From an optimization exercise on the open Yosys and OpenROAD flow, aimed at small area, a short achievable clock period and few clock cycles; shortcuts taken in it are not production practice. Where RTL was checked, it was by simulation tests only, not by an equivalence proof against the original. Power figures rest on the tool's default switching activity, not on a simulated workload.

==> module fp_align, before the edit <==
module fp_align (
    input  rv_isa_pkg::word_t op_a,
    input  rv_isa_pkg::word_t op_b,
    input  logic              fp_sub,
    output logic              sign,
    output logic [7:0]        big_exp,
    output logic [24:0]       sum
);
    logic        sign_a, sign_b, zero_a, zero_b, exp_lt, exp_eq, frac_lt;
    logic        a_big, eff_sub;
    logic [7:0]  exp_a, exp_b, diff;
    logic [8:0]  d_ab, d_ba;
    logic [23:0] man_a, man_b, big_man, small_man, aligned;
    logic [25:0] sum_c;
    assign sign_a = op_a[31];
    assign sign_b = op_b[31] ^ fp_sub;
    assign exp_a  = op_a[30:23];
    assign exp_b  = op_b[30:23];
    assign zero_a = (exp_a == 8'd0);
    assign zero_b = (exp_b == 8'd0);
    assign man_a  = zero_a ? 24'd0 : {1'b1, op_a[22:0]};
    assign man_b  = zero_b ? 24'd0 : {1'b1, op_b[22:0]};
    assign d_ab    = {1'b0, exp_a} - {1'b0, exp_b};
    assign d_ba    = {1'b0, exp_b} - {1'b0, exp_a};
    assign exp_lt  = d_ab[8];
    assign exp_eq  = (exp_a == exp_b);
    assign frac_lt = (op_a[22:0] < op_b[22:0]);
    assign a_big   = ~exp_lt & ~(exp_eq & ~zero_a & frac_lt);
    assign diff    = exp_lt ? d_ba[7:0] : d_ab[7:0];
    assign big_man   = a_big ? man_a : man_b;
    assign small_man = a_big ? man_b : man_a;
    assign big_exp   = a_big ? exp_a : exp_b;
    assign sign      = a_big ? sign_a : sign_b;
    assign aligned = (diff[7:5] != 3'd0) ? 24'd0 : small_man >> diff[4:0];
    assign eff_sub = sign_a ^ sign_b;
    fp_bk_add #(.W(25)) u_sum (
        .a   ({1'b0, big_man}),
        .b   ({1'b0, aligned} ^ {25{eff_sub}}),
        .cin (eff_sub),
        .s   (sum_c)
    );
    assign sum = sum_c[24:0];
endmodule
==> module fp_bk_add, before the edit <==
module fp_bk_add #(
    parameter int W = 32
) (
    input  logic [W-1:0] a,
    input  logic [W-1:0] b,
    input  logic         cin,
    output logic [W:0]   s
);
    logic [W-1:0] p0, g0, p, g;
    assign p0 = a ^ b;
    assign g0 = a & b;
    always_comb begin
        p = p0;
        g = g0;
        g[0] = g0[0] | (p0[0] & cin);
        for (int i = 1; i <= $clog2(W); i++) begin
            for (int j = 2**i - 1; j < W; j += 2**i) begin
                g[j] = g[j] | (p[j] & g[j - 2**(i-1)]);
                p[j] = p[j] & p[j - 2**(i-1)];
            end
        end
        for (int i = $clog2(W); i > 0; i--) begin
            for (int j = 2**i + 2**(i-1) - 1; j < W; j += 2**i) begin
                g[j] = g[j] | (p[j] & g[j - 2**(i-1)]);
                p[j] = p[j] & p[j - 2**(i-1)];
            end
        end
    end
    assign s = {g[W-1], p0 ^ {g[W-2:0], cin}};
endmodule
==> flow/config.mk <==
export PLATFORM = sky130hd
export DESIGN_NAME = ex_unit_top
export DESIGN_NICKNAME = ex_unit_top
export VERILOG_FILES = /design/flow/design.v
export SDC_FILE = /design/flow/constraint.sdc
export NUM_CORES = 4
export LEC_CHECK = 0
export ABC_AREA = 1
export CAP_MARGIN = 20
export CORE_MARGIN = 2
export CORE_UTILIZATION = 50
export SETUP_SLACK_MARGIN = 2.5
export SLEW_MARGIN = 20
==> flow/constraint.sdc <==
create_clock -name core_clock -period 11.0 [get_ports {clk}]
set_input_delay 2.2000 -clock core_clock [delete_from_list [all_inputs] [get_ports {clk}]]
set_output_delay 2.2000 -clock core_clock [all_outputs]
set_load 0.01 [all_outputs]
standard.sh (not shown) runs the stock make flow with config.mk's settings and CLKGATE_MAP_FILE= SYNTH_SCRIPT=/design/flow/synth_recipe.tcl, a recipe that flattens the netlist after the stock synthesis.
==> flow/flow/run.sh <==
#!/bin/bash
set -o pipefail
cp standard.sh standard_sh.txt
export BUFFER_PORTS_ARGS="-buffer_cell sky130_fd_sc_hd__buf_1"
bash standard.sh > standard.log 2>&1
Then changed:
--- a/flow/design.v
+++ b/flow/design.v
@@ -203,9 +203,8 @@
     logic        a_big, eff_sub;
     logic [7:0]  exp_a, exp_b, diff;
     logic [8:0]  d_ab, d_ba;
     logic [23:0] man_a, man_b, big_man, small_man, aligned;
-    logic [25:0] sum_c;
     assign sign_a = op_a[31];
     assign sign_b = op_b[31] ^ fp_sub;
     assign exp_a  = op_a[30:23];
     assign exp_b  = op_b[30:23];
@@ -225,15 +224,9 @@
     assign big_exp   = a_big ? exp_a : exp_b;
     assign sign      = a_big ? sign_a : sign_b;
     assign aligned = (diff[7:5] != 3'd0) ? 24'd0 : small_man >> diff[4:0];
     assign eff_sub = sign_a ^ sign_b;
-    fp_bk_add #(.W(25)) u_sum (
-        .a   ({1'b0, big_man}),
-        .b   ({1'b0, aligned} ^ {25{eff_sub}}),
-        .cin (eff_sub),
-        .s   (sum_c)
-    );
-    assign sum = sum_c[24:0];
+    assign sum     = {1'b0, big_man} + ({1'b0, aligned} ^ {25{eff_sub}}) + {24'd0, eff_sub};
 endmodule
 module fp_norm (
     input  logic              sign,
     input  logic [7:0]        big_exp,
@@ -291,38 +284,8 @@
                     res_inf  ? {sign, 8'hff, 23'd0} :
                                {sign, exp_out, norm_man[22:0]};
     end
 endmodule
-module fp_bk_add #(
-    parameter int W = 32
-) (
-    input  logic [W-1:0] a,
-    input  logic [W-1:0] b,
-    input  logic         cin,
-    output logic [W:0]   s
-);
-    logic [W-1:0] p0, g0, p, g;
-    assign p0 = a ^ b;
-    assign g0 = a & b;
-    always_comb begin
-        p = p0;
-        g = g0;
-        g[0] = g0[0] | (p0[0] & cin);
-        for (int i = 1; i <= $clog2(W); i++) begin
-            for (int j = 2**i - 1; j < W; j += 2**i) begin
-                g[j] = g[j] | (p[j] & g[j - 2**(i-1)]);
-                p[j] = p[j] & p[j - 2**(i-1)];
-            end
-        end
-        for (int i = $clog2(W); i > 0; i--) begin
-            for (int j = 2**i + 2**(i-1) - 1; j < W; j += 2**i) begin
-                g[j] = g[j] | (p[j] & g[j - 2**(i-1)]);
-                p[j] = p[j] & p[j - 2**(i-1)];
-            end
-        end
-    end
-    assign s = {g[W-1], p0 ^ {g[W-2:0], cin}};
-endmodule
 `default_nettype wire
 `default_nettype none
 module ex_result (
     input  logic              legal,
After rerunning:
- combinational power came out higher by a few percent
- synthesized cell count went down slightly
- worst setup slack is better by 0.058 ns
- power is higher by a few percent
- via count came out lower slightly
- routed wire length is higher by a few percent
- flip-flop and latch count stays the same
Testbench counts after the change, summed over its fixed seeds: cycles 27,666.
For the first run of this note, only the layout was checked, not whether the RTL still works.

12-27:
Another version of the RTL of ex_unit_top (not shown whole).
Size: roughly 2,500 cells after synthesis, roughly 35 flip-flops, roughly 14,000 um^2 of cells after synthesis.
==> module int_alu, before the edit <==
module int_alu (
    input  rv_isa_pkg::word_t inst,
    input  rv_isa_pkg::word_t rs1_data,
    input  rv_isa_pkg::word_t rs2_data,
    input  logic              fp_mode,
    input  logic [23:0]       fp_norm_in,
    input  logic [4:0]        fp_lz,
    output rv_isa_pkg::word_t alu_result,
    output logic [23:0]       fp_norm_out
);
    logic [2:0]  funct3;
    logic        is_op, is_lui, is_sll, left;
    logic [31:0] a, b, imm, p, g, p_rs, p_im, rev_a, rev_fp, sr_in, rev_out, shv;
    logic [31:0] s16, s8, s4, s2, s1;
    logic [32:0] sum;
    logic        neg, fill, lt, ltu;
    logic [4:0]  shamt;
    assign funct3 = inst[14:12];
    assign is_op  = inst[5];
    assign is_lui = inst[2];
    assign is_sll = (funct3 == 3'b001);
    assign a = rs1_data;
    assign imm = {{20{inst[31]}}, inst[31:20]};
    assign b   = is_op ? rs2_data : imm;
    assign neg  = (is_op & inst[30]) | (funct3[2:1] == 2'b01);
    assign p_rs = a ^ rs2_data;
    assign p_im = a ^ imm;
    assign p    = (is_op ? p_rs : p_im) ^ {32{neg}};
    assign g    = is_op ? (a & (rs2_data ^ {32{neg}})) : (a & (imm ^ {32{neg}}));
    int_prefix_add u_add (
        .p0  (p),
        .g0  (g),
        .cin (neg),
        .s   (sum)
    );
    assign ltu = ~sum[32];
    assign lt  = (a[31] ^ b[31]) ? a[31] : sum[31];
    always_comb begin
        for (int i = 0; i < 32; i++) rev_a[i] = a[31-i];
        for (int i = 0; i < 32; i++) rev_fp[i] = (i < 24) ? fp_norm_in[23-i] : 1'b0;
    end
    assign left  = fp_mode | is_sll;
    assign sr_in = fp_mode ? rev_fp : is_sll ? rev_a : a;
    assign shamt = fp_mode ? fp_lz : b[4:0];
    assign fill  = ~fp_mode & inst[30] & a[31] & funct3[2];
    assign s16 = shamt[4] ? {{16{fill}}, sr_in[31:16]} : sr_in;
    assign s8  = shamt[3] ? {{8{fill}}, s16[31:8]} : s16;
    assign s4  = shamt[2] ? {{4{fill}}, s8[31:4]} : s8;
    assign s2  = shamt[1] ? {{2{fill}}, s4[31:2]} : s4;
    assign s1  = shamt[0] ? {fill, s2[31:1]} : s2;
    always_comb begin
        for (int i = 0; i < 32; i++) rev_out[i] = s1[31-i];
    end
    assign shv         = left ? rev_out : s1;
    assign fp_norm_out = rev_out[31:8];
    always_comb begin
        if (is_lui) begin
            alu_result = {inst[31:12], 12'd0};
        end else begin
            case (funct3)
                3'b000:  alu_result = sum[31:0];
                3'b001:  alu_result = shv;
                3'b010:  alu_result = {31'd0, lt};
                3'b011:  alu_result = {31'd0, ltu};
                3'b100:  alu_result = p;
                3'b101:  alu_result = shv;
                3'b110:  alu_result = p | g;
                default: alu_result = g;
            endcase
        end
    end
endmodule
==> module fp_align, before the edit <==
module fp_align (
    input  rv_isa_pkg::word_t op_a,
    input  rv_isa_pkg::word_t op_b,
    input  logic              fp_sub,
    output logic              sign,
    output logic [7:0]        big_exp,
    output logic [24:0]       sum
);
    logic        sign_a, sign_b, zero_a, zero_b, exp_lt, exp_eq, frac_lt;
    logic        a_big, eff_sub;
    logic [7:0]  exp_a, exp_b, diff;
    logic [8:0]  d_ab, d_ba;
    logic [23:0] man_a, man_b, big_man, small_man, aligned;
    assign sign_a = op_a[31];
    assign sign_b = op_b[31] ^ fp_sub;
    assign exp_a  = op_a[30:23];
    assign exp_b  = op_b[30:23];
    assign zero_a = (exp_a == 8'd0);
    assign zero_b = (exp_b == 8'd0);
    assign man_a  = zero_a ? 24'd0 : {1'b1, op_a[22:0]};
    assign man_b  = zero_b ? 24'd0 : {1'b1, op_b[22:0]};
    assign d_ab    = {1'b0, exp_a} - {1'b0, exp_b};
    assign d_ba    = {1'b0, exp_b} - {1'b0, exp_a};
    fp_less #(.W(8)) u_exp_cmp (
        .a  (exp_a),
        .b  (exp_b),
        .lt (exp_lt),
        .eq (exp_eq)
    );
    fp_less #(.W(23)) u_frac_cmp (
        .a  (op_a[22:0]),
        .b  (op_b[22:0]),
        .lt (frac_lt),
        .eq ()
    );
    assign a_big   = ~exp_lt & ~(exp_eq & ~zero_a & frac_lt);
    assign diff    = exp_lt ? d_ba[7:0] : d_ab[7:0];
    assign big_man   = a_big ? man_a : man_b;
    assign small_man = a_big ? man_b : man_a;
    assign big_exp   = a_big ? exp_a : exp_b;
    assign sign      = a_big ? sign_a : sign_b;
    assign aligned = (diff[7:5] != 3'd0) ? 24'd0 : small_man >> diff[4:0];
    assign eff_sub = sign_a ^ sign_b;
    assign sum     = {1'b0, big_man} + ({1'b0, aligned} ^ {25{eff_sub}}) + {24'd0, eff_sub};
endmodule
==> module fp_less, before the edit <==
module fp_less #(
    parameter int W = 8
) (
    input  logic [W-1:0] a,
    input  logic [W-1:0] b,
    output logic         lt,
    output logic         eq
);
    localparam int H = W / 2;
    generate
        if (W == 1) begin : g_bit
            assign lt = ~a[0] & b[0];
            assign eq = ~(a[0] ^ b[0]);
        end else begin : g_split
            logic lt_hi, eq_hi, lt_lo, eq_lo;
            fp_less #(.W(W - H)) u_hi (
                .a  (a[W-1:H]),
                .b  (b[W-1:H]),
                .lt (lt_hi),
                .eq (eq_hi)
            );
            fp_less #(.W(H)) u_lo (
                .a  (a[H-1:0]),
                .b  (b[H-1:0]),
                .lt (lt_lo),
                .eq (eq_lo)
            );
            assign lt = lt_hi | (eq_hi & lt_lo);
            assign eq = eq_hi & eq_lo;
        end
    endgenerate
endmodule
export LEC_CHECK = 0
export ABC_AREA = 1
export CAP_MARGIN = 20
export CORE_MARGIN = 2
export CORE_UTILIZATION = 50
export SETUP_SLACK_MARGIN = 3.0
export SLEW_MARGIN = 20
create_clock -name core_clock -period 11.0 [get_ports {clk}]
Scripts as last shown in full above: flow/flow/run.sh
Testbench counts of 12-27, summed over its fixed seeds: cycles 27,666.
Input changes introduced in 10-20 (baseline for comparison: 12-27):
-- flow/design.v --
<<< 12-27, line 113
    assign imm = {{20{inst[31]}}, inst[31:20]};
    assign b   = is_op ? rs2_data : imm;
    assign neg  = (is_op & inst[30]) | (funct3[2:1] == 2'b01);
    assign p_rs = a ^ rs2_data;
    assign p_im = a ^ imm;
>>> 10-20, line 113
    assign imm = {{20{inst[31]}}, inst[31:20]};
    assign b   = is_op ? rs2_data : imm;
    assign neg  = ((funct3 == 3'b000) & is_op & inst[30]) | (funct3[2:1] == 2'b01);
    assign p_rs = a ^ rs2_data;
    assign p_im = a ^ imm;
<<< 12-27, line 244
    assign d_ab    = {1'b0, exp_a} - {1'b0, exp_b};
    assign d_ba    = {1'b0, exp_b} - {1'b0, exp_a};
    fp_less #(.W(8)) u_exp_cmp (
        .a  (exp_a),
        .b  (exp_b),
        .lt (exp_lt),
        .eq (exp_eq)
    );
    fp_less #(.W(23)) u_frac_cmp (
        .a  (op_a[22:0]),
        .b  (op_b[22:0]),
        .lt (frac_lt),
        .eq ()
    );
    assign a_big   = ~exp_lt & ~(exp_eq & ~zero_a & frac_lt);
    assign diff    = exp_lt ? d_ba[7:0] : d_ab[7:0];
>>> 10-20, line 244
    assign d_ab    = {1'b0, exp_a} - {1'b0, exp_b};
    assign d_ba    = {1'b0, exp_b} - {1'b0, exp_a};
    assign exp_lt  = d_ab[8];
    assign exp_eq  = (exp_a == exp_b);
    assign frac_lt = (op_a[22:0] < op_b[22:0]);
    assign a_big   = ~exp_lt & ~(exp_eq & ~zero_a & frac_lt);
    assign diff    = exp_lt ? d_ba[7:0] : d_ab[7:0];
<<< 12-27, line 323
                               {sign, exp_out, norm_man[22:0]};
    end
endmodule
module fp_less #(
    parameter int W = 8
) (
    input  logic [W-1:0] a,
    input  logic [W-1:0] b,
    output logic         lt,
    output logic         eq
);
    localparam int H = W / 2;
    generate
        if (W == 1) begin : g_bit
            assign lt = ~a[0] & b[0];
            assign eq = ~(a[0] ^ b[0]);
        end else begin : g_split
            logic lt_hi, eq_hi, lt_lo, eq_lo;
            fp_less #(.W(W - H)) u_hi (
                .a  (a[W-1:H]),
                .b  (b[W-1:H]),
                .lt (lt_hi),
                .eq (eq_hi)
            );
            fp_less #(.W(H)) u_lo (
                .a  (a[H-1:0]),
                .b  (b[H-1:0]),
                .lt (lt_lo),
                .eq (eq_lo)
            );
            assign lt = lt_hi | (eq_hi & lt_lo);
            assign eq = eq_hi & eq_lo;
        end
    endgenerate
endmodule
`default_nettype wire
>>> 10-20, line 314
                               {sign, exp_out, norm_man[22:0]};
    end
endmodule
`default_nettype wire
Notes after the runs:
Delta (10-20 minus 12-27): worst slack at placement has increased, number of placed cells counting well taps went up about 3%, largest net degree at the start of global routing shows an increase of about 3.8%. Summary: routed wire length, 10-20 worse than 12-27. Diff 12-27 -> 10-20 | non-clock buffer count | up by more than 10%. Changes observed in 10-20 relative to 12-27: detailed-route wire length per cell shows an increase of 0.11 um; share of the clock period used by the worst path after layout about even. 10-20 vs 12-27: post-synthesis area per instance down by a few percent. 10-20 ended with more area growth from synthesis to layout than 12-27. Comparing 10-20 and 12-27, the lower met2 global-route usage is on 10-20.
Only the layout flow was run in 10-20; the RTL was not checked for function there.

-- port drivers added, routing unchanged --
How much do the figures lean on ideal ports? The routed layouts below were timed once more, with nothing changed but the port constraints.
Step 1 (the two cells are an assumption about what drives the block):
set clk [get_ports {clk}]
set_driving_cell -lib_cell sky130_fd_sc_hd__clkbuf_16 $clk
set_driving_cell -lib_cell sky130_fd_sc_hd__buf_2 [delete_from_list [all_inputs] $clk]
Step 2 also shifts input and output timing later by t, the mid clock arrival at the registers, as if the neighbouring blocks saw the same clock.
a / b / c = no drivers / after step 1 / after step 2; a / b = the first two.
run	t, ns	setup WS [ns]	worst setup path after step 2	clock arrival spread, ns
the first run of note 1	0.315	2.571 / 2.549 / 2.549	input to output	0.003 / 0.003
the second run of note 1	0.314	2.629 / 2.586 / 2.586	input to output	0.008 / 0.008
12-27	0.327	3.135 / 3.109 / 3.106	input to register	0.008 / 0.008
10-20	0.321	3.138 / 3.110 / 3.110	input to output	0.006 / 0.007
After both steps setup and hold are still met in every run listed. The setup slack of the second run of note 1, which loses most, moves by -0.043 ns with the drivers and by -0.043 ns with both steps.
